This design comes from an exercise in tuning for small area, a short achievable clock period and few clock cycles per item on the open sky130 flow, not from production work. At most, simulation tests tie the RTL to the original design; equivalence was not proved. Function not checked in runs 4 to 6: the RTL went through the layout flow alone. Power and IR drop assume default switching activity.

==> flow/design.v <==
`timescale 1ns/100ps
package lb_pkg;
    localparam int N_REGIONS = 4;
    localparam int REGION_IDX_BITS = 2;
    localparam int N_LAYERS = REGION_IDX_BITS;
    localparam int N_PAIRS = N_REGIONS / 2;
    localparam int LAYER_BITS = (N_LAYERS > 1) ? $clog2(N_LAYERS) : 1;
    localparam logic [LAYER_BITS-1:0] LAST_LAYER = LAYER_BITS'(N_LAYERS - 1);
    localparam int QDEPTH = 16;
    localparam int QPTR_BITS = $clog2(QDEPTH);
    localparam int QCNT_BITS = $clog2(QDEPTH + 1);
    localparam logic [QCNT_BITS-1:0] Q_FULL_CNT = QCNT_BITS'(QDEPTH);
    localparam int LOAD_BITS = 4;
    localparam int OID_BITS = 16;
    localparam int META_BITS = 98;
    localparam int META_OID_LSB = 0;
    typedef logic [META_BITS-1:0] meta_t;
    typedef logic [OID_BITS-1:0] oid_t;
    typedef logic [LOAD_BITS-1:0] load_t;
    typedef logic [REGION_IDX_BITS-1:0] region_idx_t;
    typedef struct packed {
        oid_t  oid;
        load_t load;
    } region_stat_t;
    localparam int STAT_BITS = OID_BITS + LOAD_BITS;
    typedef logic [N_REGIONS*STAT_BITS-1:0] region_stats_t;
endpackage
`timescale 1ns/100ps
module meta_fifo (
    input  logic                aclk,
    input  logic                aresetn,
    input  logic                in_valid,
    output logic                in_ready,
    input  lb_pkg::meta_t       in_meta,
    input  lb_pkg::region_idx_t in_lb,
    output logic                head_valid,
    output lb_pkg::meta_t       head_meta,
    output lb_pkg::region_idx_t head_lb,
    input  logic                pop
);
    localparam int NE = lb_pkg::QDEPTH - 1;
    localparam int EW = lb_pkg::META_BITS + lb_pkg::REGION_IDX_BITS;
    localparam logic [3:0] LAST = 4'(NE - 1);
    logic [EW-1:0] mem [NE];
    logic [3:0] wr_ptr;
    logic [3:0] rd_ptr;
    logic [3:0] count;
    logic       full;
    logic push_fire;
    logic pop_fire;
    logic [3:0] count_nx;
    assign in_ready   = !full;
    assign head_valid = (count != 4'd0);
    assign {head_lb, head_meta} = mem[rd_ptr];
    assign push_fire = in_valid && !full;
    assign pop_fire  = pop && head_valid;
    always_comb begin
        count_nx = count;
        case ({push_fire, pop_fire})
            2'b10:   count_nx = count + 4'd1;
            2'b01:   count_nx = count - 4'd1;
            default: count_nx = count;
        endcase
    end
    always_ff @(posedge aclk) begin
        if (!aresetn) begin
            wr_ptr <= '0;
            rd_ptr <= '0;
            count  <= '0;
            full   <= 1'b0;
        end else begin
            if (push_fire) wr_ptr <= (wr_ptr == LAST) ? 4'd0 : wr_ptr + 4'd1;
            if (pop_fire)  rd_ptr <= (rd_ptr == LAST) ? 4'd0 : rd_ptr + 4'd1;
            count <= count_nx;
            full  <= (count_nx == 4'(NE));
        end
    end
    always_ff @(posedge aclk) begin
        for (int i = 0; i < NE; i++) begin
            if (!full && (wr_ptr == 4'(i))) mem[i] <= {in_lb, in_meta};
        end
    end
endmodule
`timescale 1ns/100ps
module least_load_tree (
    input  lb_pkg::region_stats_t region_stats,
    input  lb_pkg::oid_t          req_oid,
    output lb_pkg::region_idx_t   winner
);
    lb_pkg::load_t ld [lb_pkg::N_REGIONS];
    logic          om [lb_pkg::N_REGIONS];
    always_comb begin
        for (int i = 0; i < lb_pkg::N_REGIONS; i++) begin
            ld[i] = region_stats[i*lb_pkg::STAT_BITS +: lb_pkg::LOAD_BITS];
            om[i] = (region_stats[i*lb_pkg::STAT_BITS + lb_pkg::LOAD_BITS +: lb_pkg::OID_BITS]
                     == req_oid);
        end
    end
    logic          w01;
    logic          w23;
    lb_pkg::load_t l01;
    lb_pkg::load_t l23;
    logic          m01;
    logic          wf;
    assign w01 = (ld[0] < ld[1]) || ((ld[0] == ld[1]) && om[0]);
    assign w23 = (ld[2] < ld[3]) || ((ld[2] == ld[3]) && om[2]);
    assign l01 = w01 ? ld[0] : ld[1];
    assign l23 = w23 ? ld[2] : ld[3];
    assign m01 = w01 ? om[0] : om[1];
    assign wf  = (l01 < l23) || ((l01 == l23) && m01);
    assign winner = wf ? {1'b0, ~w01} : {1'b1, ~w23};
endmodule
`timescale 1ns/100ps
module dispatch_ctrl (
    input  logic                aclk,
    input  logic                aresetn,
    input  logic                head_valid,
    input  lb_pkg::meta_t       head_meta,
    input  lb_pkg::region_idx_t head_lb,
    output logic                pop,
    output logic                proxy_valid,
    input  logic                proxy_ready,
    output lb_pkg::meta_t       proxy_meta,
    output lb_pkg::region_idx_t lb_ctrl
);
    assign pop = head_valid && (!proxy_valid || proxy_ready);
    always_ff @(posedge aclk) begin
        if (!aresetn) begin
            proxy_valid <= 1'b0;
        end else if (!proxy_valid || proxy_ready) begin
            proxy_valid <= head_valid;
        end
    end
    always_ff @(posedge aclk) begin
        if (pop) begin
            proxy_meta <= head_meta;
            lb_ctrl    <= head_lb;
        end
    end
endmodule
`timescale 1ns/100ps
module load_balancer (
    input  logic                  aclk,
    input  logic                  aresetn,
    input  logic                  meta_in_valid,
    output logic                  meta_in_ready,
    input  lb_pkg::meta_t         meta_in_data,
    input  lb_pkg::region_stats_t region_stats,
    output logic                  proxy_valid,
    input  logic                  proxy_ready,
    output lb_pkg::meta_t         proxy_meta,
    output lb_pkg::region_idx_t   lb_ctrl
);
    lb_pkg::region_idx_t in_lb;
    logic                head_valid;
    lb_pkg::meta_t       head_meta;
    lb_pkg::region_idx_t head_lb;
    logic                pop;
    least_load_tree least_load_tree_i (
        .region_stats (region_stats),
        .req_oid      (meta_in_data[lb_pkg::META_OID_LSB +: lb_pkg::OID_BITS]),
        .winner       (in_lb)
    );
    meta_fifo meta_fifo_i (
        .aclk       (aclk),
        .aresetn    (aresetn),
        .in_valid   (meta_in_valid),
        .in_ready   (meta_in_ready),
        .in_meta    (meta_in_data),
        .in_lb      (in_lb),
        .head_valid (head_valid),
        .head_meta  (head_meta),
        .head_lb    (head_lb),
        .pop        (pop)
    );
    dispatch_ctrl dispatch_ctrl_i (
        .aclk        (aclk),
        .aresetn     (aresetn),
        .head_valid  (head_valid),
        .head_meta   (head_meta),
        .head_lb     (head_lb),
        .pop         (pop),
        .proxy_valid (proxy_valid),
        .proxy_ready (proxy_ready),
        .proxy_meta  (proxy_meta),
        .lb_ctrl     (lb_ctrl)
    );
endmodule
==> flow/run.sh <==
#!/bin/bash
# synth_recipe.tcl (not shown) runs the flow's synth.tcl, then flattens the netlist and writes it again
# the make line also repeats each setting of config.mk as NAME=value (left out here)
make -C /OpenROAD-flow-scripts/flow DESIGN_CONFIG=/design/flow/config.mk WORK_HOME=/design/flow/orfs CLKGATE_MAP_FILE= SYNTH_SCRIPT=/design/flow/synth_recipe.tcl finish
==> flow/config.mk <==
export PLATFORM = sky130hd
export DESIGN_NAME = load_balancer
export DESIGN_NICKNAME = load_balancer
export VERILOG_FILES = /design/flow/design.v
export SDC_FILE = /design/flow/constraint.sdc
export NUM_CORES = 4
export LEC_CHECK = 0
export ABC_CLOCK_PERIOD_IN_PS = 2000
export CAP_MARGIN = 20
export CORE_MARGIN = 2
export CORE_UTILIZATION = 40
export PLACE_DENSITY = 0.6
export SETUP_SLACK_MARGIN = 3.0
export SLEW_MARGIN = 20
==> flow/constraint.sdc <==
create_clock -name core_clock -period 5.0 [get_ports {aclk}]
set_input_delay 1.0000 -clock core_clock [delete_from_list [all_inputs] [get_ports {aclk}]]
set_output_delay 1.0000 -clock core_clock [all_outputs]
set_load 0.01 [all_outputs]
==> results of run 1 <==
## layout by cell type (no fill, tap or decap), drive strengths merged, types with 5 or more instances in the layout
master	netlist	layout
edfxtp	1600	1600
buf	102	555
a22oi	486	486
clkbuf	77	219
a21oi	108	108
nand4	106	106
nand3	104	104
o22a	101	104
clkdlybuf4s50	0	103
a222oi	100	100
clkinv	0	67
xor2	46	46
nor2	34	39
inv	16	31
dlygate4sd2	0	25
clkdlybuf4s15	0	21
nand2	16	16
bufinv	0	15
ha	15	15
dfxtp	14	14
nor4	12	12
bufbuf	0	10
nand2b	8	8
a221oi	8	8
a22o	7	7
clkinvlp	0	7
diode	0	6
mux2i	6	6
xnor2	5	5
nor2b	5	5
## cell type report
type	count	area, um^2
antenna	6	15.0
clock buffer	187	4190
clock inverter	104	1030
fill	11000	67400
inverter	16	65.1
multi-input combinational	1222	10400
sequential	1614	48400
tap	1903	2380
timing repair buffer	746	10100
## state kept, by name, summed over array words and instances (netlist names)
name / count
meta_fifo_i.count: 4
dispatch_ctrl_i.proxy_valid: 1
meta_fifo_i.wr_ptr: 4
dispatch_ctrl_i.lb_ctrl: 2
dispatch_ctrl_i.proxy_meta: 98
meta_fifo_i.rd_ptr: 4
meta_fifo_i.full: 1
meta_fifo_i.mem: 1500
## cells by family (layout without fill, tap and decap cells)
family / after synthesis / count (layout) / synth area share [%]
xor gates and xnor gates: 51 / 51 / 0.768
adders and majority gates: 16 / 16 / 0.357
muxes: 10 / 10 / 0.200
and+or+nand+nor: 302 / 309 / 2.95
DFF: 1614 / 1614 / 83.1
other: 0 / 6 / 0
AOI/OAI and AO/OA: 833 / 836 / 11.0
buffers and inverters: 195 / 1053 / 1.61
## path summary, 6_finish.rpt
check,startpoint,endpoint,slack (ns)
max reg2reg,meta_fifo_i.rd_ptr[1],dispatch_ctrl_i.proxy_meta[73],2.49
min reg2reg,dispatch_ctrl_i.proxy_valid,dispatch_ctrl_i.proxy_valid,0.50
max,region_stats[18],meta_fifo_i.mem[12][98],1.76
min,dispatch_ctrl_i.proxy_valid,dispatch_ctrl_i.proxy_valid,0.50
## layer usage
layer | wire length, um | up-vias | GRT usage [%]
li1 | - | 14400 | -
met5 | 127 | - | 0
met3 | 28400 | 518 | 6.90
met2 | 100000 | 2845 | 43.1
met1 | 76800 | 18900 | 36.0
met4 | 10200 | 20 | 10.9
## metrics by stage
step	instances	instance area, um^2	hold WS, ns
floorplan	3021	58400	0.483
CTS	5687	74500	0.496
global placement	5107	63700	0.497
detailed placement	5107	63700	0.498
global route	5796	76600	0.522
finish	5798	76600	0.498
## what timing repair did
| action | CTS | global route |
|---|---|---|
| gates cloned | 99 | 33 |
| setup endpoints to repair | 1603 | 1048 |
| buffers inserted | 190 | 72 |
| pin swaps | 276 | 177 |
| hold buffers | 0 | 0 |
| resized for setup | 996 | 168 |
## critical path: stages
cell and delay [ns]:
dlygate4sd2_1 0.24, xor2_1 0.14, nor4_2 0.38, nand4_4 0.19, o21ai_4 0.23, mux2_4 0.34
ha_4 0.22, nor2b_1 0.12, o211ai_1 0.28, a211oi_2 0.12, a21oi_1 0.20, a32oi_2 0.07
buf_6 0.15, buf_6 0.13
## report_power, final
part	leakage [nW]	internal [mW]	switching, mW
registers	14.7	16.0	0.302
clock network	2.55	6.83	5.33
logic	7.60	3.04	4.47
total	24.9	25.8	10.1
==> flow_summary_export.csv, run 1 <==
group,metric,value,unit
run_status,status,"timing/DRC/antenna clean",
clocking,cts_tree,"built",
sta,fin_ws,1.76,ns
pwr,finalPower,35.9,mW
floorplan,core-area,144000,um^2
route,dr.pass1.iters,9,
placed_design,port_buffers,267,
logic_synthesis,synth-seq-cells,1614,
clocking,clock_sinks,1614,
final_layout,drive_gt1_share,29.0,%
logic_synthesis,synth_cells,3021,
placed_design,dp_hpwl,76800,um
sta,fin_tns_setup,0,ns
logic_synthesis,ys.flop_type,"edfxtp_1",
clocking,path_clk_slew,0.06,ns
worst_hold_path,min_path_cells,2,
grt,grt_pass1_wl,278000,um
route,viasPerCell,6.34,
grt,grt_max_degree,79,
clocking,htree_levels,4,
floorplan,num_rows,139,
logic_synthesis,synth.distinct_cells,60,
logic_synthesis,syn_area_per_cell,19.2,um^2
sta,relSlewSlack,50.1,%
sta,slew_violations,0,
placed_design,place.gp.congestion,0.768,
route,wirelength,216000,um
route,ant_nets,0,
clocking,cts.path.max_buffers,3,
logic_synthesis,ys_seq_area_share,83.1,%
pwr,power.leakage,24.9,nW
route,drc,0,
sta,worstMarginPinSlew,0.749,ns
pwr,peakVddDrop,0.460,mV
setup_path,critPathKind,"input port to register",
logic_synthesis,synth_area_leaders,"edfxtp_1 (83%), a22oi_1 (6.3%), a222oi_1 (1.7%)",
final_layout,area_delta_synth_final,31.7,%
grt,grt_pass1_vias,33900,
setup_path,cp_max_fo,8,
logic_synthesis,async_reset_ff_share,0,%
sta,final.min_clock_period,3.24,ns
clocking,root_buffer,"clkbuf_16",
floorplan,io_pins,284,
logic_synthesis,syn_nets,3219,
floorplan,die_w,385,um
placed_design,place_ws,0.0746,ns
logic_synthesis,synth.most_common_cell,"edfxtp_1",
sta,rsz0062_at_grt,"yes",
flow_run,maxCapViolCount,0,
floorplan,initial_core_util,40.4,%
logic_synthesis,synth_edf_count,1600,
clocking,cts_inserted_buffers,164,
sta,finClkSkew,0.0467,ns
route,wl_per_cell,37.2,um
route,dr_total_vias,36700,
logic_synthesis,synthDominantCellAreaShare,82.6,%
worst_hold_path,hold_class,"register to register",
sta,fmax,0.308,GHz
logic_synthesis,synth_area,58200,um^2
grt,overflow,0,
logic_synthesis,yosys_warnings,6,
setup_path,worstPathArrival,3.81,ns
setup_path,start_kind,"input port",
sta,fin_crit_sh,64.8,%
grt,grtUsageTotal,27.2,%
setup_path,crit_required,5.57,ns
final_layout,final_util,53.2,%
logic_synthesis,synth_common_cells,"edfxtp_1 (1600), a22oi_1 (486), a21oi_1 (108), nand4_1 (105), nand3_1 (104)",
clocking,insertion_delay,0.84,ns
pwr,p_per_area,469,nW/um^2
floorplan,die_area,148000,um^2
final_layout,fin_nets,3962,
grt,antenna_found_initial,17,
floorplan,die_h,385,um
setup_path,cp-end-kind,"register",
sta,hold_violations,0,
route,drt_first_iter_violations,5583,
setup_path,ff2ff_path_depth,12,
logic_synthesis,yosys.area.top_type,"edfxtp_1",
sta,finalSetupViolations,0,
Testbench counts, summed over its fixed seeds: cycles 3,216, items 3,200.
==> run 2: changes to the inputs <==
--- a/flow/config.mk
+++ b/flow/config.mk
@@ -6,9 +6,7 @@
 export NUM_CORES = 4
 export LEC_CHECK = 0
-export ABC_CLOCK_PERIOD_IN_PS = 2000
 export CAP_MARGIN = 20
 export CORE_MARGIN = 2
 export CORE_UTILIZATION = 40
 export PLACE_DENSITY = 0.6
-export SETUP_SLACK_MARGIN = 3.0
 export SLEW_MARGIN = 20
==> run 2 against run 1 <==
  * Sequential power about the same
  * Via count down 13%
  * Total power decreased by 6.7%
  * Highest routed layer unchanged
  * Clock power is essentially flat
  * Critical path type unchanged
  * Final area shrank 10%
  * Clock-buffer cell count rose by 19
  * Sequential cell count stayed put
  * Still clean
==> flow_summary_export.csv, run 2 <==
group,metric,value,unit
logic_synthesis,yosys.area.top_type,"edfxtp_1",
clocking,cts_inserted_buffers,165,
setup_path,r2r_slack,1.81,ns
setup_path,cp-end-kind,"register",
worst_hold_path,worstHoldEndpoint,"dispatch_ctrl_i.proxy_valid",
sta,rsz0062_at_grt,"no",
logic_synthesis,yosys_warnings,6,
clocking,htree_levels,4,
final_layout,area_delta_synth_final,18.4,%
clocking,insertion_delay,0.79,ns
clocking,root_buffer,"clkbuf_16",
logic_synthesis,syn_area_per_cell,19.2,um^2
logic_synthesis,ys.flop_type,"edfxtp_1",
final_layout,drive_gt1_share,10.3,%
route,route.met2.wl,80400,um
setup_path,r2r-end,"dispatch_ctrl_i.proxy_meta[11]",
run_status,status,"timing/DRC/antenna clean",
floorplan,num_rows,139,
logic_synthesis,synth_edf_count,1600,
logic_synthesis,synth.most_common_cell,"edfxtp_1",
floorplan,die_area,148000,um^2
logic_synthesis,async_reset_ff_share,0,%
clocking,post-cts-setup-buffer-count,0,
placed_design,dp_hpwl,77100,um
pwr,finalPower,33.5,mW
placed_design,place.gp.congestion,0.760,
sta,fmax,0.254,GHz
sta,finalSetupViolations,0,
grt,antenna_found_initial,18,
logic_synthesis,synth_area_leaders,"edfxtp_1 (83%), a22oi_1 (6.3%), a222oi_1 (1.7%)",
route,viasPerCell,5.94,
setup_path,ff2ff_path_depth,6,
clocking,ctsResizeCount,0,
route,dr_total_vias,32100,
logic_synthesis,syn_nets,3219,
setup_path,worstPathArrival,4.45,ns
route,wl_met3,14600,um
logic_synthesis,synth.distinct_cells,60,
logic_synthesis,synth_area,58200,um^2
grt,grt_pass1_wl,233000,um
final_layout,mostFrequentLayoutCells,"edfxtp_1 (1600), a22oi_1 (486), clkdlybuf4s50_1 (267)",
grt,overflow,0,
final_layout,top_regs,"meta_fifo_i.mem: 1500 flops, dispatch_ctrl_i.proxy_meta: 98 flops",
floorplan,die_h,385,um
sta,relSlewSlack,27.0,%
grt,grt_max_degree,107,
worst_hold_path,min_from,"dispatch_ctrl_i.proxy_valid",
route,wl_per_cell,30.5,um
sta,finClkSkew,0.0237,ns
final_layout,layout_commonest_cell,"edfxtp_1",
route,wirelength,165000,um
pwr,peakVddDrop,0.570,mV
clocking,hold_buffers,0,
route,dr.pass1.iters,6,
floorplan,core-area,144000,um^2
route,drt_first_iter_violations,3955,
pwr,power.leakage,21.4,nW
route,drc,0,
logic_synthesis,synth_cells,3021,
logic_synthesis,synthDominantCellAreaShare,82.6,%
flow_run,maxCapViolCount,0,
setup_path,cp_max_fo,15,
floorplan,io_pins,284,
setup_path,crit_required,5.52,ns
clocking,cts.path.max_buffers,3,
clocking,path_clk_slew,0.06,ns
placed_design,place_area,63600,um^2
final_layout,largest_reg_flops,1500,
final_layout,largest_register,"meta_fifo_i.mem",
sta,fin_crit_sh,78.6,%
logic_synthesis,ys_seq_area_share,83.1,%
logic_synthesis,synth-seq-cells,1614,
final_layout,fillers,12000,
sta,hold_slack,0.506,ns
route,ant_nets,0,
final_layout,fin_nets,3567,
sta,worstMarginPinSlew,1.09,ns
sta,final.min_clock_period,3.93,ns
worst_hold_path,min_path_cells,2,
floorplan,initial_core_util,40.4,%
floorplan,die_w,385,um
final_layout,design_area,68900,um^2
sta,hold_violations,0,
placed_design,port_buffers,267,
setup_path,r2r-start,"meta_fifo_i.rd_ptr[2]",
grt,grtUsageTotal,22.0,%
sta,slew_violations,0,
logic_synthesis,synth_common_cells,"edfxtp_1 (1600), a22oi_1 (486), a21oi_1 (108), nand4_1 (105), nand3_1 (104)",
pwr,p_per_area,487,nW/um^2
worst_hold_path,hold_class,"register to register",
grt,grt_pass1_vias,31800,
clocking,clock_sinks,1614,
route,m1WireLength,66700,um
route,top_layer,"met5",
setup_path,start_kind,"input port",
clocking,cts_tree,"built",
setup_path,critPathKind,"input port to register",
[run 2: metal layers]
layer	GRT usage [%]	vias up
li1	-	13500
met1	30.0	16800
met2	36.2	1515
met3	4.33	226
met4	5.81	22
met5	0	-
[run 2: area by class of cell]
class                   instances  area (um^2)  share of cell area, %
repair buffers                360         3780                   5.49
clock buffers                 206         4300                   6.25
inverters                      16         60.1                 0.0872
multi-input cells            1212         9080                   13.2
flip-flops and latches       1614        48300                   70.2
diodes                          4         10.0                 0.0145
well taps                    1903         2380                   3.46
clock inverters                92          910                   1.32
[run 2: kinds of logic (layout without fill, tap and decap cells)]
family          Yosys count  in the layout  synth area share (%)
fa+ha+maj                16             16                 0.357
compound gates          833            833                  11.0
xor+xnor                 51             51                 0.768
other cells               0              4                     0
buf+inv                 195            674                  1.61
mux                      10             10                 0.200
flops                  1614           1614                  83.1
simple gates            302            302                  2.95
[run 2: report_power, final]
group	total, mW	internal, mW	switching, mW
registers	16.3	16.0	0.284
logic	5.35	2.07	3.27
clock network	11.9	6.81	5.12
[run 2: worst max-delay path: stages]
cell	delay, ns
clkdlybuf4s50_1	0.59
xor2_1	0.25
nor4_2	0.34
nand4_2	0.27
o21ai_4	0.34
mux2_4	0.33
ha_1	0.29
nor2b_1	0.14
o211ai_1	0.24
a211oi_1	0.12
a21oi_1	0.19
a32oi_1	0.10
buf_4	0.23
[run 2: how the worst max path moves through the flow]
stage                                   end  slack, ns                   from  depth (start not counted)
CTS                  meta_fifo_i.mem[2][98]       1.12       meta_in_data[10]                         13
finish               meta_fifo_i.mem[2][98]       1.07       meta_in_data[10]                         13
global route         meta_fifo_i.mem[1][98]       0.88       meta_in_data[10]                         13
global placement    meta_fifo_i.mem[10][98]       0.32       meta_in_data[10]                         13
detailed placement   meta_fifo_i.mem[6][98]       0.29       meta_in_data[10]                         13
floorplan             meta_fifo_i.mem[1][0]      -0.60  meta_fifo_i.wr_ptr[2]                          3
[run 2: per-stage QoR]
stage	setup TNS, ns	setup WS (ns)	instances	util, %
2_1_floorplan	-579.70	-0.599	3021	-
3_3_place_gp	0	0.317	5104	44.2
3_5_place_dp	0	0.287	5104	44.2
4_1_cts	0	1.12	5402	47.8
5_1_grt	0	0.882	5406	47.8
6_report	0	1.07	5407	47.8
==> run 3: changes to the inputs <==
--- a/flow/config.mk
+++ b/flow/config.mk
@@ -6,7 +6,9 @@
 export NUM_CORES = 4
 export LEC_CHECK = 0
+export ABC_CLOCK_PERIOD_IN_PS = 2500
 export CAP_MARGIN = 20
 export CORE_MARGIN = 2
-export CORE_UTILIZATION = 40
-export PLACE_DENSITY = 0.6
+export CORE_UTILIZATION = 60
+export PLACE_DENSITY = 0.7
+export SETUP_SLACK_MARGIN = 2.5
 export SLEW_MARGIN = 20
==> run 3 against run 2 <==
  * Still clean
  * Non-clock buffer count increased by 47
  * Critical path depth rose by 1
  * Maximum frequency is 17% higher
  * Synthesized area is the same
  * Sequential share of layout area grew 0.35 points
  * Clock power down 7%
  * Register-to-register slack gained 0.70 ns
  * Critical endpoint is now meta_fifo_i.mem[8][98]
  * Largest power group unchanged
==> flow_summary_export.csv, run 3 <==
group,metric,value,unit
run_status,status,"timing/DRC/antenna clean",
setup_path,cp-end-kind,"register",
final_layout,layout_commonest_cell,"edfxtp_1",
route,drt_first_iter_violations,5227,
floorplan,die_h,315,um
sta,fin_crit_sh,67.4,%
flow_run,maxCapViolCount,0,
floorplan,die_w,315,um
logic_synthesis,synth_area,58200,um^2
final_layout,fin_nets,3616,
floorplan,initial_core_util,60.3,%
sta,rsz0062_at_grt,"yes",
floorplan,core-area,96400,um^2
grt,grt_max_degree,107,
logic_synthesis,synth.distinct_cells,60,
final_layout,drive_gt1_share,14.9,%
setup_path,critical-path-max-stage-delay,0.31,ns
final_layout,final_cells,4822,
final_layout,regArea,48300,um^2
pwr,peakVddDrop,0.682,mV
sta,finalSetupViolations,0,
logic_synthesis,synth_common_cells,"edfxtp_1 (1600), a22oi_1 (486), a21oi_1 (108), nand4_1 (105), nand3_1 (104)",
clocking,cts_inserted_buffers,155,
setup_path,r2r_slack,2.51,ns
pwr,p_per_area,476,nW/um^2
pwr,power.leakage,21.7,nW
clocking,insertion_delay,0.76,ns
clocking,root_buffer,"clkbuf_16",
setup_path,crit_required,5.61,ns
final_layout,area_delta_synth_final,17.9,%
final_layout,top_regs,"meta_fifo_i.mem: 1500 flops, dispatch_ctrl_i.proxy_meta: 98 flops",
logic_synthesis,ys_seq_area_share,83.1,%
logic_synthesis,synth_area_leaders,"edfxtp_1 (83%), a22oi_1 (6.3%), a222oi_1 (1.7%)",
placed_design,place.gp.congestion,0.859,
logic_synthesis,synthDominantCellAreaShare,82.6,%
final_layout,fillers,5881,
setup_path,worstPathCellList,"dlygate4sd2_1 -> xor2_1 -> nor4_2 -> nand4_2 -> o21ai_4 -> buf_12 -> mux2_4 -> ha_4 -> o211ai_1 -> buf_4 -> a211oi_2 -> a21oi_2 -> a32oi_4 -> buf_6",
route,wirelength,163000,um
clocking,hold_buffers,0,
floorplan,num_rows,114,
sta,fin_tns_setup,0,ns
placed_design,dp_hpwl,74900,um
sta,fmax,0.297,GHz
logic_synthesis,yosys_warnings,6,
final_layout,largest_reg_flops,1500,
sta,final.min_clock_period,3.37,ns
logic_synthesis,syn_area_per_cell,19.2,um^2
logic_synthesis,synth.most_common_cell,"edfxtp_1",
final_layout,multi_input_area,9660,um^2
placed_design,dp.cells,4477,
logic_synthesis,synth-seq-cells,1614,
clocking,clock_sinks,1614,
final_layout,largest_register,"meta_fifo_i.mem",
route,drc,0,
clocking,path_clk_slew,0.06,ns
grt,grt_pass1_vias,33200,
logic_synthesis,synth_cells,3021,
grt,antenna_found_initial,10,
placed_design,port_buffers,267,
sta,slew_violations,0,
grt,overflow,0,
clocking,cts.path.max_buffers,3,
route,ant_nets,0,
sta,finClkSkew,0.0260,ns
logic_synthesis,syn_nets,3219,
logic_synthesis,ys.flop_type,"edfxtp_1",
clocking,htree_levels,4,
grt,grtUsageTotal,32.8,%
floorplan,io_pins,284,
worst_hold_path,hold_class,"register to register",
route,viasPerCell,6.96,
setup_path,cp_max_fo,8,
grt,grt_pass1_wl,230000,um
setup_path,start_kind,"input port",
route,dr.pass1.iters,7,
sta,worstMarginPinSlew,1.02,ns
setup_path,critPathKind,"input port to register",
sta,hold_violations,0,
setup_path,worstPathArrival,3.98,ns
logic_synthesis,yosys.area.top_type,"edfxtp_1",
logic_synthesis,synth_edf_count,1600,
logic_synthesis,async_reset_ff_share,0,%
route,wl_per_cell,33.8,um
route,dr_total_vias,33600,
setup_path,cp_slowest_cell,"mux2_4",
pwr,finalPower,32.6,mW
final_layout,mostFrequentLayoutCells,"edfxtp_1 (1600), a22oi_1 (486), clkbuf_16 (158)",
clocking,cts_tree,"built",
floorplan,die_area,99400,um^2
sta,relSlewSlack,31.7,%
-- run 3: report_power, final --
part / switching, mW / internal (mW) / total, mW
clock network: 4.80 / 6.33 / 11.1
logic: 3.30 / 1.87 / 5.17
registers: 0.326 / 16.0 / 16.3
total: 8.43 / 24.2 / 32.6
-- run 3: repair_timing --
item,4_1_cts,5_1_grt
gates resized for setup,399,28
cloned,12,1
pin swaps,47,9
setup endpoints to repair,525,191
setup buffers,37,9
-- run 3: cells by family after synthesis --
family	after synthesis	synth area share [%]
multiplexers	10	0.200
buffers and inverters	195	1.61
AND/OR/NAND/NOR	302	2.95
XOR/XNOR	51	0.768
flip-flops	1614	83.1
adder cells (fa/ha/maj)	16	0.357
AO/OA/AOI/OAI	833	11.0
-- run 3: routing by layer --
layer | global-route usage (%) | routed length [um] | up-vias
met3 | 6.27 | 19600 | 377
met4 | 12.6 | 5790 | 6
met2 | 53.1 | 79400 | 2446
met5 | 0 | 27 | -
li1 | - | - | 13700
met1 | 44.9 | 58300 | 17100
-- run 3: final timing paths --
path,startpoint,end,cells past startpoint
hold / removal,dispatch_ctrl_i.proxy_valid,dispatch_ctrl_i.proxy_valid,2
setup reg to reg,meta_fifo_i.rd_ptr[3],dispatch_ctrl_i.proxy_meta[91],6
setup / recovery,meta_in_data[9],meta_fifo_i.mem[8][98],14
hold reg to reg,dispatch_ctrl_i.proxy_valid,dispatch_ctrl_i.proxy_valid,2
-- run 3: per-stage QoR --
stage | worst slack (ns) | instance area (um^2) | utilization, % | hold slack (ns)
final | 1.63 | 68500 | 71.1 | 0.499
after global routing | 1.56 | 68500 | 71.1 | 0.529
after CTS | 1.78 | 68300 | 70.9 | 0.504
after detailed placement | 0.0546 | 62900 | 65.3 | 0.500
after global placement | 0.151 | 62900 | 65.2 | 0.487
after floorplan | 1.34 | 58400 | - | 0.483
-- run 3: area by class of cell --
type	count	share of cell area, %
Sequential cell	1614	70.5
Multi-Input combinational cell	1224	14.1
Clock buffer	196	5.99
Timing Repair Buffer	407	5.92
Tap cell	1276	2.33
Clock inverter	83	1.02
Inverter	16	0.0876
Antenna cell	6	0.0219
-- run 3: critical path: cells and delay by family --
kind | cells | cell delay [ns]
compound gates | 5 | 0.99
xor+xnor | 1 | 0.19
fa+ha+maj | 1 | 0.30
buf+inv | 4 | 0.78
mux | 1 | 0.31
simple gates | 2 | 0.40
==> run 4: changes to the inputs <==
--- a/flow/design.v
+++ b/flow/design.v
@@ -97,16 +97,33 @@
         end
     end
-    logic          w01;
-    logic          w23;
-    lb_pkg::load_t l01;
-    lb_pkg::load_t l23;
-    logic          m01;
-    logic          wf;
-    assign w01 = (ld[0] < ld[1]) || ((ld[0] == ld[1]) && om[0]);
-    assign w23 = (ld[2] < ld[3]) || ((ld[2] == ld[3]) && om[2]);
-    assign l01 = w01 ? ld[0] : ld[1];
-    assign l23 = w23 ? ld[2] : ld[3];
-    assign m01 = w01 ? om[0] : om[1];
-    assign wf  = (l01 < l23) || ((l01 == l23) && m01);
+    function automatic logic beats(input lb_pkg::load_t a, input lb_pkg::load_t b,
+                                   input logic m);
+        logic lt;
+        logic eq;
+        lt = 1'b0;
+        eq = 1'b1;
+        for (int k = lb_pkg::LOAD_BITS - 1; k >= 0; k--) begin
+            lt = lt | (eq & ~a[k] & b[k]);
+            eq = eq & ~(a[k] ^ b[k]);
+        end
+        beats = lt | (eq & m);
+    endfunction
+    logic w01, w23;
+    logic f02, f03, f12, f13;
+    logic wf;
+    assign w01 = beats(ld[0], ld[1], om[0]);
+    assign w23 = beats(ld[2], ld[3], om[2]);
+    assign f02 = beats(ld[0], ld[2], om[0]);
+    assign f03 = beats(ld[0], ld[3], om[0]);
+    assign f12 = beats(ld[1], ld[2], om[1]);
+    assign f13 = beats(ld[1], ld[3], om[1]);
+    always_comb begin
+        case ({w01, w23})
+            2'b11:   wf = f02;
+            2'b10:   wf = f03;
+            2'b01:   wf = f12;
+            default: wf = f13;
+        endcase
+    end
     assign winner = wf ? {1'b0, ~w01} : {1'b1, ~w23};
 endmodule
==> run 4 against run 3 <==
  * Largest cell class unchanged
  * Clock skew shrank 0.0053 ns
  * Sequential share of layout area grew 0.14 points
  * Total power shrank 1.1%
  * Cell count shrank 0.35%
  * Combinational power shrank 8.3%
  * Maximum frequency grew 33%
  * Critical endpoint is now meta_fifo_i.mem[11][5]
  * Non-clock buffer count shrank 22
  * Still clean
==> flow_summary_export.csv, run 4 <==
group,metric,value,unit
logic_synthesis,synth_edf_count,1600,
sta,worstMarginPinSlew,1.22,ns
clocking,hold_buffers,0,
setup_path,ff2ff_path_depth,5,
final_layout,mostFrequentLayoutCells,"edfxtp_1 (1600), a22oi_1 (500), clkbuf_16 (162)",
final_layout,fin_nets,3596,
floorplan,die_h,315,um
final_layout,top_regs,"meta_fifo_i.mem: 1500 flops, dispatch_ctrl_i.proxy_meta: 98 flops",
placed_design,place_ws,0.807,ns
placed_design,place.gp.congestion,0.809,
pwr,peakVddDrop,0.565,mV
setup_path,critPathKind,"register to register",
final_layout,fillers,5698,
flow_run,maxCapViolCount,0,
setup_path,worstPathCellList,"nand3b_1 -> nor2_4 -> buf_4 -> buf_12 -> buf_12",
worst_hold_path,min_from,"meta_in_data[10]",
logic_synthesis,synth_common_cells,"edfxtp_1 (1600), a22oi_1 (500), clkbuf_1 (138), a21oi_1 (112), nand4_1 (108)",
logic_synthesis,synth_cells,3037,
route,drt_first_iter_violations,5353,
route,ant_nets,0,
logic_synthesis,ys_seq_area_share,83.3,%
setup_path,cp_max_fo,41,
placed_design,dp_hpwl,68300,um
route,drc,0,
logic_synthesis,syn_area_per_cell,19.1,um^2
floorplan,initial_core_util,60.2,%
route,dr_total_vias,33400,
floorplan,die_w,315,um
clocking,cts.path.max_buffers,3,
final_layout,largest_reg_flops,1500,
setup_path,crit_required,5.41,ns
worst_hold_path,hold_class,"input port to register",
setup_path,cp-end-kind,"register",
sta,final.min_clock_period,2.53,ns
worst_hold_path,min_path_cells,1,
worst_hold_path,worstHoldEndpoint,"meta_fifo_i.mem[9][10]",
pwr,p_per_area,471,nW/um^2
sta,fin_ws,2.47,ns
setup_path,crit_top_cell,"buf_12",
clocking,insertion_delay,0.77,ns
final_layout,final_util,71.0,%
logic_synthesis,synthDominantCellAreaShare,82.9,%
setup_path,cp_slowest_cell,"nand3b_1",
grt,grt_max_degree,103,
grt,grt_pass1_wl,227000,um
logic_synthesis,yosys_warnings,6,
setup_path,r2r_slack,2.47,ns
grt,antenna_found_initial,9,
run_status,status,"timing/DRC/antenna clean",
grt,grtUsageTotal,32.4,%
sta,relSlewSlack,18.4,%
clocking,clock_sinks,1614,
setup_path,r2r-end,"meta_fifo_i.mem[11][5]",
final_layout,layout_commonest_cell,"edfxtp_1",
sta,finClkSkew,0.0207,ns
pwr,power.leakage,21.7,nW
clocking,path_clk_slew,0.06,ns
logic_synthesis,synth_area,58000,um^2
sta,hold_violations,0,
setup_path,worstPathArrival,2.93,ns
final_layout,area_delta_synth_final,18.0,%
sta,fmax,0.396,GHz
logic_synthesis,yosys.area.top_type,"edfxtp_1",
route,dr.pass1.iters,8,
logic_synthesis,synth_area_leaders,"edfxtp_1 (83%), a22oi_1 (6.5%), a222oi_1 (1.7%)",
logic_synthesis,synth.most_common_cell,"edfxtp_1",
clocking,cts_tree,"built",
route,viasPerCell,6.95,
floorplan,core-area,96300,um^2
logic_synthesis,syn_nets,3229,
sta,fin_crit_sh,50.6,%
route,wl_per_cell,33.3,um
sta,fin_tns_setup,0,ns
setup_path,r2r-start,"meta_fifo_i.wr_ptr[1]",
clocking,cts_inserted_buffers,155,
sta,hold_slack,0.491,ns
grt,overflow,0,
final_layout,largest_register,"meta_fifo_i.mem",
route,wirelength,160000,um
grt,grt_pass1_vias,32800,
floorplan,num_rows,114,
logic_synthesis,synth-seq-cells,1614,
floorplan,io_pins,284,
logic_synthesis,synth.distinct_cells,51,
clocking,root_buffer,"clkbuf_16",
sta,slew_violations,0,
final_layout,drive_gt1_share,13.0,%
logic_synthesis,ys.flop_type,"edfxtp_1",
clocking,htree_levels,4,
floorplan,die_area,99200,um^2
setup_path,start_kind,"register",
sta,finalSetupViolations,0,
sta,rsz0062_at_grt,"yes",
setup_path,critical-path-max-stage-delay,0.59,ns
placed_design,port_buffers,267,
logic_synthesis,async_reset_ff_share,0,%
-- run 4: final cells by class --
| class | instances | area [um^2] | share of cell area [%] |
|---|---|---|---|
| Sequential cell | 1614 | 48300 | 70.7 |
| Multi-Input combinational cell | 1234 | 9520 | 13.9 |
| Clock buffer | 191 | 4140 | 6.05 |
| Timing Repair Buffer | 385 | 4020 | 5.88 |
| Tap cell | 1276 | 1600 | 2.33 |
| Clock inverter | 89 | 724 | 1.06 |
| Inverter | 14 | 56.3 | 0.0823 |
| Antenna cell | 2 | 5.00 | 0.00732 |
-- run 4: critical path: cells and delay by family, from the launching register on --
kind	cells	cell delay [ns]
buffers and inverters	3	0.73
DFF	1	0.58
and+or+nand+nor	2	0.82
-- run 4: power by group --
part / internal [mW] / switching (mW)
sequential: 15.9 / 0.348
clock: 6.43 / 4.80
combinational: 1.72 / 3.02
total: 24.1 / 8.17
-- run 4: how the worst max path moves through the flow --
| stage | from | end | slack (ns) | depth (start not counted) |
|---|---|---|---|---|
| floorplan | proxy_ready | meta_fifo_i.full | 0.71 | 11 |
| global placement | meta_in_data[4] | meta_fifo_i.mem[14][99] | 0.90 | 8 |
| detailed placement | meta_in_data[4] | meta_fifo_i.mem[4][99] | 0.81 | 8 |
| CTS | meta_fifo_i.wr_ptr[1] | meta_fifo_i.mem[11][5] | 2.29 | 4 |
| global route | meta_fifo_i.wr_ptr[1] | meta_fifo_i.mem[11][5] | 2.43 | 5 |
| finish | meta_fifo_i.wr_ptr[1] | meta_fifo_i.mem[11][5] | 2.47 | 5 |
-- run 4: layer usage --
layer	track usage, %	share of wire [%]	vias to the layer above
li1	-	-	13600
met1	44.6	36	17000
met2	52.9	49	2389
met3	5.60	12	400
met4	11.9	3.5	14
met5	0	0.052	-
-- run 4: logic make-up (layout without fill, tap and decap cells) --
group                    count (synthesis)  after routing  synth area share, %
flip-flops                            1614           1614                 83.3
other                                    0              2                    0
AO/OA/AOI/OAI                          841            843                 11.0
buffers and inverters                  195            679                 1.35
adder cells (fa/ha/maj)                 19             19                0.388
AND/OR/NAND/NOR                        305            309                 2.95
XOR/XNOR                                63             63                0.951
-- run 4: what timing repair did --
item | CTS | global route
resized for setup | 309 | 99
endpoints found under the setup margin | 484 | 326
setup buffers | 27 | 19
pin swaps | 17 | 44
cloned | 11 | 1
-- run 4: per-stage QoR --
stage	cell area, um^2	power [mW]	instances
after CTS	68000	32.2	4783
after floorplan	58200	18.8	3037
after detailed placement	62700	21.4	4465
after global routing	68400	33.2	4804
after global placement	62700	21.3	4464
final	68400	32.3	4805
==> run 5: changes to the inputs <==
--- a/flow/config.mk
+++ b/flow/config.mk
@@ -6,9 +6,9 @@
 export NUM_CORES = 4
 export LEC_CHECK = 0
-export ABC_CLOCK_PERIOD_IN_PS = 2500
+export ABC_CLOCK_PERIOD_IN_PS = 1800
 export CAP_MARGIN = 20
 export CORE_MARGIN = 2
 export CORE_UTILIZATION = 60
 export PLACE_DENSITY = 0.7
-export SETUP_SLACK_MARGIN = 2.5
+export SETUP_SLACK_MARGIN = 3.2
 export SLEW_MARGIN = 20
==> run 5 against run 4 <==
  * Still clean on timing, DRC and antenna
  * Clock power up 7%
  * Critical path type unchanged
  * Routed wire length up 78%
  * Via count up 34%
  * Global-route usage up 13 points
==> flow_summary_export.csv, run 5 <==
group,metric,value,unit
logic_synthesis,yosys.area.top_type,"edfxtp_1",
run_status,status,"timing/DRC/antenna clean",
pwr,power.share.sequential,43.3,%
route,dr.pass1.iters,14,
setup_path,cp-end-kind,"register",
clocking,root_buffer,"clkbuf_16",
placed_design,dp_hpwl,68300,um
pwr,power.leakage,25.9,nW
pwr,p_per_area,481,nW/um^2
logic_synthesis,yosys_warnings,6,
setup_path,crit_end,"meta_fifo_i.count[3]",
route,drc,0,
placed_design,dp.cells,4465,
logic_synthesis,synth.most_common_cell,"edfxtp_1",
route,ant_nets,0,
route,viasPerCell,8.41,
setup_path,critPathKind,"register to register",
setup_path,crit_buf_inv,2,
final_layout,drive_gt1_share,28.6,%
pwr,p_sw,11.8,mW
setup_path,critPathLaunch,"meta_fifo_i.count[0]",
final_layout,area_delta_synth_final,35.8,%
setup_path,crit_required,5.65,ns
worst_hold_path,hold_class,"input port to register",
clocking,cts.path.max_buffers,3,
floorplan,initial_core_util,60.2,%
placed_design,place_ws,0.807,ns
setup_path,path_depth,11,
setup_path,worstPathCellList,"nor4_4 -> nand2b_4 -> clkinvlp_4 -> ha_4 -> buf_6 -> ha_4 -> a21oi_2 -> xnor2_1 -> nor2_1 -> xnor2_1 -> nor2b_1",
setup_path,critical-path-max-stage-delay,0.39,ns
sta,relSlewSlack,51.3,%
clocking,insertion_delay,0.81,ns
floorplan,num_rows,114,
floorplan,die_area,99200,um^2
sta,finClkSkew,0.0416,ns
logic_synthesis,synth_area_leaders,"edfxtp_1 (83%), a22oi_1 (6.5%), a222oi_1 (1.7%)",
sta,worstMarginPinSlew,0.728,ns
logic_synthesis,synth_cells,3037,
final_layout,largest_register,"meta_fifo_i.mem",
grt,overflow,0,
clocking,cts_inserted_buffers,155,
floorplan,die_h,315,um
pwr,peakVddDrop,0.418,mV
setup_path,worstPathArrival,3.50,ns
sta,rsz0062_at_grt,"yes",
grt,grt_pass1_vias,37200,
grt,antenna_found_initial,48,
setup_path,r2r-end,"meta_fifo_i.count[3]",
logic_synthesis,synth_edf_count,1600,
clocking,path_clk_slew,0.07,ns
pwr,finalPower,37.9,mW
logic_synthesis,synth-seq-cells,1614,
setup_path,ff2ff_path_depth,11,
final_layout,final_cells,5326,
final_layout,regArea,48400,um^2
final_layout,layout_commonest_cell,"edfxtp_1",
floorplan,core-area,96300,um^2
floorplan,die_w,315,um
logic_synthesis,syn_area_per_cell,19.1,um^2
final_layout,largest_reg_flops,1500,
final_layout,multi_input_area,10300,um^2
logic_synthesis,synth.distinct_cells,51,
logic_synthesis,ys.flop_type,"edfxtp_1",
setup_path,cpLargestDelayFamily,"simple AND/OR/NAND/NOR gates",
route,wirelength,285000,um
grt,grtUsageTotal,45.2,%
final_layout,top_regs,"meta_fifo_i.mem: 1500 flops, dispatch_ctrl_i.proxy_meta: 98 flops",
sta,finalSetupViolations,0,
setup_path,cp_max_fo,3,
sta,fin_tns_setup,0,ns
clocking,htree_levels,4,
setup_path,r2r-start,"meta_fifo_i.count[0]",
sta,final.min_clock_period,2.85,ns
pwr,internal_power,26.1,mW
pwr,power.share.combinational,25.0,%
setup_path,cp_slowest_cell,"xnor2_1",
clocking,clock_sinks,1614,
grt,grt_max_degree,52,
logic_synthesis,async_reset_ff_share,0,%
logic_synthesis,synth_common_cells,"edfxtp_1 (1600), a22oi_1 (500), clkbuf_1 (138), a21oi_1 (112), nand4_1 (108)",
floorplan,io_pins,284,
clocking,hold_buffers,0,
sta,hold_violations,0,
setup_path,start_kind,"register",
clocking,cts_tree,"built",
route,wl_per_cell,53.5,um
logic_synthesis,synth_area,58000,um^2
final_layout,final_util,81.8,%
final_layout,fin_nets,4065,
sta,slew_violations,0,
flow_run,maxCapViolCount,0,
grt,grt_pass1_wl,300000,um
logic_synthesis,synthDominantCellAreaShare,82.9,%
placed_design,port_buffers,267,
route,dr_total_vias,44800,
sta,fin_ws,2.15,ns
logic_synthesis,ys_seq_area_share,83.3,%
route,drt_first_iter_violations,11500,
placed_design,place.gp.congestion,0.809,
sta,fmax,0.351,GHz
pwr,swShare,31.2,%
logic_synthesis,syn_nets,3229,
final_layout,mostFrequentLayoutCells,"edfxtp_1 (1600), a22oi_1 (483), clkbuf_16 (239)",
pwr,power_frac_clock,31.7,%
sta,fin_crit_sh,57.0,%
final_layout,fillers,4026,
setup_path,r2r_slack,2.15,ns
run 5: stage by stage:
stage                     hold WS (ns)  area, um^2
after floorplan                  0.517       58200
after global placement           0.519       62700
after detailed placement         0.537       62700
after CTS                        0.451       74100
after global routing             0.464       78700
final                            0.456       78800
run 5: timing repair:
item,4_1_cts,5_1_grt
setup buffers,195,87
endpoints found under the setup margin,1816,1695
pin swaps,202,184
gates cloned,134,111
resized for setup,1018,323
run 5: layer usage:
metal	vias up	global-route usage (%)	wire length [um]
li1	14700	-	-
met5	-	0	1300
met4	56	32.8	35800
met2	6421	64.7	111000
met3	2446	18.9	60100
met1	21100	55.8	76400
run 5: layout make-up:
type / count / area share [%]
antenna: 54 / 0.172
clock buffer: 191 / 5.26
clock inverter: 89 / 0.920
inverter: 14 / 0.0810
multi-input combinational: 1239 / 13.1
sequential: 1614 / 61.4
tap: 1276 / 2.03
timing repair buffer: 849 / 17.0
run 5: logic make-up after synthesis:
| logic type | Yosys count | share of synthesized area [%] |
|---|---|---|
| AND/OR/NAND/NOR | 305 | 2.95 |
| AO/OA/AOI/OAI | 841 | 11.0 |
| buffers and inverters | 195 | 1.35 |
| flip-flops | 1614 | 83.3 |
| adder cells (fa/ha/maj) | 19 | 0.388 |
| XOR/XNOR | 63 | 0.951 |
run 5: worst reg2reg max path, stage by stage, from the launching register on:
cell and delay (ns):
dfxtp_4 0.37, nor4_4 0.34, nand2b_4 0.22, clkinvlp_4 0.16, ha_4 0.23, buf_6 0.13, ha_4 0.27, a21oi_2 0.06
xnor2_1 0.29, nor2_1 0.14, xnor2_1 0.39, nor2b_1 0.12
run 5: worst min-delay path by stage:
stage                     slack [ns]                        endpoint                   startpoint  cells past startpoint
after floorplan                 0.52            meta_fifo_i.count[2]         meta_fifo_i.count[2]                      2
after global placement          0.52     dispatch_ctrl_i.proxy_valid  dispatch_ctrl_i.proxy_valid                      2
after detailed placement        0.54  dispatch_ctrl_i.proxy_meta[19]       meta_fifo_i.mem[0][19]                      1
after CTS                       0.45         meta_fifo_i.mem[10][10]             meta_in_data[10]                      1
after global routing            0.46         meta_fifo_i.mem[10][10]             meta_in_data[10]                      1
final                           0.46          meta_fifo_i.mem[2][10]             meta_in_data[10]                      1
run 5: power groups by stage:
| stage | Sequential (mW) | Clock [mW] | Combinational [mW] |
|---|---|---|---|
| floorplan | 16.6 | 0 | 2.18 |
| global placement | 16.5 | 0 | 4.74 |
| detailed placement | 16.6 | 0 | 4.81 |
| CTS | 16.3 | 11.3 | 7.56 |
| global route | 16.4 | 12.2 | 9.22 |
| finish | 16.4 | 12.0 | 9.48 |
==> run 6: changes to the inputs <==
==> flow/flow/run.sh (new file) <==
#!/bin/bash
# standard layout, with the port buffers made of plain buffers instead of
# the delay cells buffer_ports picks by default
set -e
export BUFFER_PORTS_ARGS="-buffer_cell sky130_fd_sc_hd__buf_2"
bash standard.sh > standard.log 2>&1
==> flow/standard.sh (new file) <==
#!/bin/bash
# synth_recipe.tcl (not shown) runs the flow's synth.tcl, then flattens the netlist and writes it again
# the make line also repeats each setting of config.mk as NAME=value (left out here)
make -C /OpenROAD-flow-scripts/flow DESIGN_CONFIG=/design/flow/config.mk WORK_HOME=/design/flow/orfs CLKGATE_MAP_FILE= SYNTH_SCRIPT=/design/flow/synth_recipe.tcl "${@:-finish}"
--- a/flow/config.mk
+++ b/flow/config.mk
@@ -6,9 +6,9 @@
 export NUM_CORES = 4
 export LEC_CHECK = 0
-export ABC_CLOCK_PERIOD_IN_PS = 1800
+export ABC_CLOCK_PERIOD_IN_PS = 2500
 export CAP_MARGIN = 20
 export CORE_MARGIN = 2
 export CORE_UTILIZATION = 60
 export PLACE_DENSITY = 0.7
-export SETUP_SLACK_MARGIN = 3.2
+export SETUP_SLACK_MARGIN = 2.5
 export SLEW_MARGIN = 20
removed: flow/run.sh
==> run 6 against run 5 <==
  * Clock-buffer cell count shrank 10
  * Final area shrank 15%
  * Cell count shrank 10%
  * Worst hold slack gained 0.017 ns
  * Global-route usage shrank 13 points
  * Synthesized area is the same
  * Clock power shrank 3%
  * Die area is the same
  * Critical endpoint is now dispatch_ctrl_i.proxy_meta[11]
  * Largest power group unchanged
==> flow_summary_export.csv, run 6 <==
group,metric,value,unit
route,viasPerCell,6.92,
sta,worstMarginPinSlew,1.08,ns
sta,fin_tns_setup,0,ns
sta,fin_crit_sh,51.7,%
final_layout,area_delta_synth_final,15.8,%
final_layout,largest_reg_flops,1500,
setup_path,crit_required,5.49,ns
pwr,internal_power,24.1,mW
grt,use_met3,6.16,%
placed_design,dp_hpwl,67900,um
worst_hold_path,hold_class,"input port to register",
floorplan,io_pins,284,
grt,busiest_layer,"met2",
clocking,cts.path.max_buffers,3,
clocking,htree_levels,4,
pwr,p_sw,8.29,mW
sta,finClkSkew,0.0297,ns
clocking,hold_buffers,0,
sta,slew_violations,0,
clocking,clock_sinks,1614,
logic_synthesis,async_reset_ff_share,0,%
floorplan,die_area,99200,um^2
route,dr.pass1.iters,9,
grt,grtUsageTotal,32.0,%
setup_path,worstPathArrival,3.08,ns
grt,grt_max_degree,103,
worst_hold_path,worstHoldEndpoint,"meta_fifo_i.mem[12][12]",
final_layout,drive_gt1_share,19.1,%
pwr,power.leakage,21.3,nW
final_layout,largest_register,"meta_fifo_i.mem",
clocking,cts_inserted_buffers,155,
grt,grt_pass1_vias,32900,
final_layout,fillers,5908,
clocking,root_buffer,"clkbuf_16",
final_layout,design_area,67100,um^2
placed_design,dp.cells,4457,
floorplan,die_w,315,um
route,wl_per_cell,33.1,um
final_layout,final_util,69.7,%
route,wirelength,158000,um
placed_design,place.gp.congestion,0.828,
pwr,power.share.sequential,50.3,%
run_status,status,"timing/DRC/antenna clean",
pwr,p_per_area,483,nW/um^2
sta,hold_violations,0,
setup_path,r2r-end,"dispatch_ctrl_i.proxy_meta[11]",
setup_path,ff2ff_path_depth,6,
placed_design,port_buffers,267,
final_layout,layout_commonest_cell,"edfxtp_1",
route,ant_nets,0,
pwr,peakVddDrop,0.400,mV
pwr,power.share.combinational,14.1,%
final_layout,top_regs,"meta_fifo_i.mem: 1500 flops, dispatch_ctrl_i.proxy_meta: 98 flops",
final_layout,regArea,48300,um^2
setup_path,r2r_slack,2.42,ns
logic_synthesis,syn_area_per_cell,19.1,um^2
floorplan,initial_core_util,60.2,%
route,drt_first_iter_violations,5345,
route,drc,0,
route,dr_total_vias,33100,
clocking,cts_tree,"built",
grt,antenna_found_initial,20,
logic_synthesis,synth_common_cells,"edfxtp_1 (1600), a22oi_1 (500), clkbuf_1 (138), a21oi_1 (112), nand4_1 (108)",
floorplan,die_h,315,um
placed_design,place_area,61300,um^2
final_layout,final_cells,4782,
grt,grt_pass1_wl,225000,um
logic_synthesis,synth_cells,3037,
clocking,insertion_delay,0.79,ns
logic_synthesis,ys.flop_type,"edfxtp_1",
logic_synthesis,yosys_warnings,6,
setup_path,r2r-start,"meta_fifo_i.rd_ptr[2]",
grt,grtUsageMet2,52.7,%
grt,overflow,0,
logic_synthesis,syn_nets,3229,
logic_synthesis,synth.most_common_cell,"edfxtp_1",
logic_synthesis,synth.distinct_cells,51,
logic_synthesis,synth_edf_count,1600,
logic_synthesis,synth-seq-cells,1614,
logic_synthesis,yosys.area.top_type,"edfxtp_1",
setup_path,start_kind,"register",
worst_hold_path,min_from,"meta_in_data[12]",
clocking,path_clk_slew,0.06,ns
pwr,swShare,25.6,%
setup_path,cp_max_fo,100,
flow_run,maxCapViolCount,0,
sta,relSlewSlack,27.7,%
logic_synthesis,synth_area_leaders,"edfxtp_1 (83%), a22oi_1 (6.5%), a222oi_1 (1.7%)",
pwr,power_frac_clock,35.7,%
setup_path,cp-end-kind,"register",
sta,final.min_clock_period,2.58,ns
sta,rsz0062_at_grt,"yes",
final_layout,fin_nets,3568,
setup_path,critPathKind,"register to register",
sta,fmax,0.387,GHz
worst_hold_path,min_path_cells,1,
final_layout,multi_input_area,9410,um^2
grt,grtUsageMet1,42.7,%
logic_synthesis,ys_seq_area_share,83.3,%
logic_synthesis,synthDominantCellAreaShare,82.9,%
logic_synthesis,synth_area,58000,um^2
final_layout,mostFrequentLayoutCells,"edfxtp_1 (1600), a22oi_1 (500), buf_2 (252)",
floorplan,num_rows,114,
floorplan,core-area,96300,um^2
sta,finalSetupViolations,0,
## run 6: cell counts after synthesis
No cell type changed its count.
## run 6: layout make-up
cell class | instances | area share, %
inverters | 14 | 0.0839
repair buffers | 359 | 4.00
diodes | 5 | 0.0186
flip-flops and latches | 1614 | 72.0
multi-input cells | 1232 | 14.0
clock buffers | 181 | 5.99
well taps | 1276 | 2.38
clock inverters | 101 | 1.52
## run 6: worst max path at each step
stage | slack (ns) | cells after the start | from | endpoint
6_report | 2.42 | 6 | meta_fifo_i.rd_ptr[2] | dispatch_ctrl_i.proxy_meta[11]
3_3_place_gp | 1.45 | 9 | meta_in_data[11] | meta_fifo_i.mem[10][98]
3_5_place_dp | 1.42 | 9 | meta_in_data[11] | meta_fifo_i.mem[4][98]
5_1_grt | 2.48 | 4 | meta_fifo_i.wr_ptr[0] | meta_fifo_i.mem[14][25]
2_1_floorplan | 0.71 | 11 | proxy_ready | meta_fifo_i.full
4_1_cts | 2.41 | 9 | meta_in_data[0] | meta_fifo_i.mem[5][99]
## run 6: logic make-up after synthesis
logic type      count (synthesis)  share of synthesized area, %
compound gates                841                          11.0
buf+inv                       195                          1.35
fa+ha+maj                      19                         0.388
flops                        1614                          83.3
simple gates                  305                          2.95
xor+xnor                       63                         0.951
## run 6: what timing repair did
| action | CTS | global route |
|---|---|---|
| pin swaps | 16 | 19 |
| endpoints found under the setup margin | 561 | 154 |
| gates cloned | 6 | 1 |
| buffers inserted | 25 | 6 |
| hold endpoints to repair | 0 | 0 |
| resized for setup | 42 | 64 |
## run 6: per-layer routing
metal / share of wire [%] / vias up / wire length, um
met5: 0.097 / - / 153
met1: 36 / 16900 / 56900
met2: 49 / 2305 / 78200
met3: 11 / 354 / 17700
met4: 3.3 / 24 / 5220
li1: - / 13600 / -
## run 6: power groups by stage
| stage | Sequential (mW) | Combinational, mW | Clock, mW |
|---|---|---|---|
| 2_1_floorplan | 16.6 | 2.18 | 0 |
| 3_3_place_gp | 16.5 | 4.27 | 0 |
| 3_5_place_dp | 16.5 | 4.36 | 0 |
| 4_1_cts | 16.3 | 4.49 | 11.6 |
| 5_1_grt | 16.3 | 4.83 | 12.2 |
| 6_report | 16.3 | 4.56 | 11.6 |
## run 6: critical path, stage by stage (launching register included)
cell	delay, ns
dfxtp_2	0.51
nand2b_2	0.33
nor2_4	0.06
buf_12	0.23
a222oi_1	0.50
nand3_1	0.14
o22a_1	0.23
## run 6: per-stage QoR
step                power (mW)  setup WS, ns  hold slack, ns
floorplan                 18.8         0.710           0.517
global placement          20.8          1.45           0.524
detailed placement        20.9          1.42           0.534
CTS                       32.4          2.41           0.521
global route              33.3          2.48           0.459
finish                    32.4          2.42           0.473

## what the ideal ports hide
The flow's constraints put no driver on any port. The routed layouts listed below were extracted and timed again, unchanged, in two steps. Step 1, drivers: a clkbuf_16 drives aclk and a buf_2 each remaining input, both assumed. Step 2, shift: input delay + t, output delay - t, t = (earliest + latest rising clock arrival at the registers) / 2. This alone moves slack from input paths to output paths. Three values: no drivers, after step 1, after step 2; two values: the first two.
run	shift t [ns]	setup slack, ns	worst setup path at the end	slew at the worst register clock pin (ns)
run 1	0.905	1.758 / 1.825 / 0.920	input to register	0.08 / 0.08
run 2	0.861	1.068 / 1.127 / 0.265	input to register	0.06 / 0.06
run 3	0.823	1.630 / 1.655 / 0.832	input to register	0.07 / 0.07
run 4	0.831	2.472 / 2.450 / 1.742	input to register	0.06 / 0.06
run 5	0.867	2.151 / 2.151 / 1.491	input to register	0.09 / 0.09
run 6	0.843	2.416 / 2.416 / 1.690	input to register	0.07 / 0.07
After both steps every run listed still meets setup and hold. For run 1, which loses most, drivers alone change the setup slack by +0.067 ns; drivers and shift together by -0.838 ns.
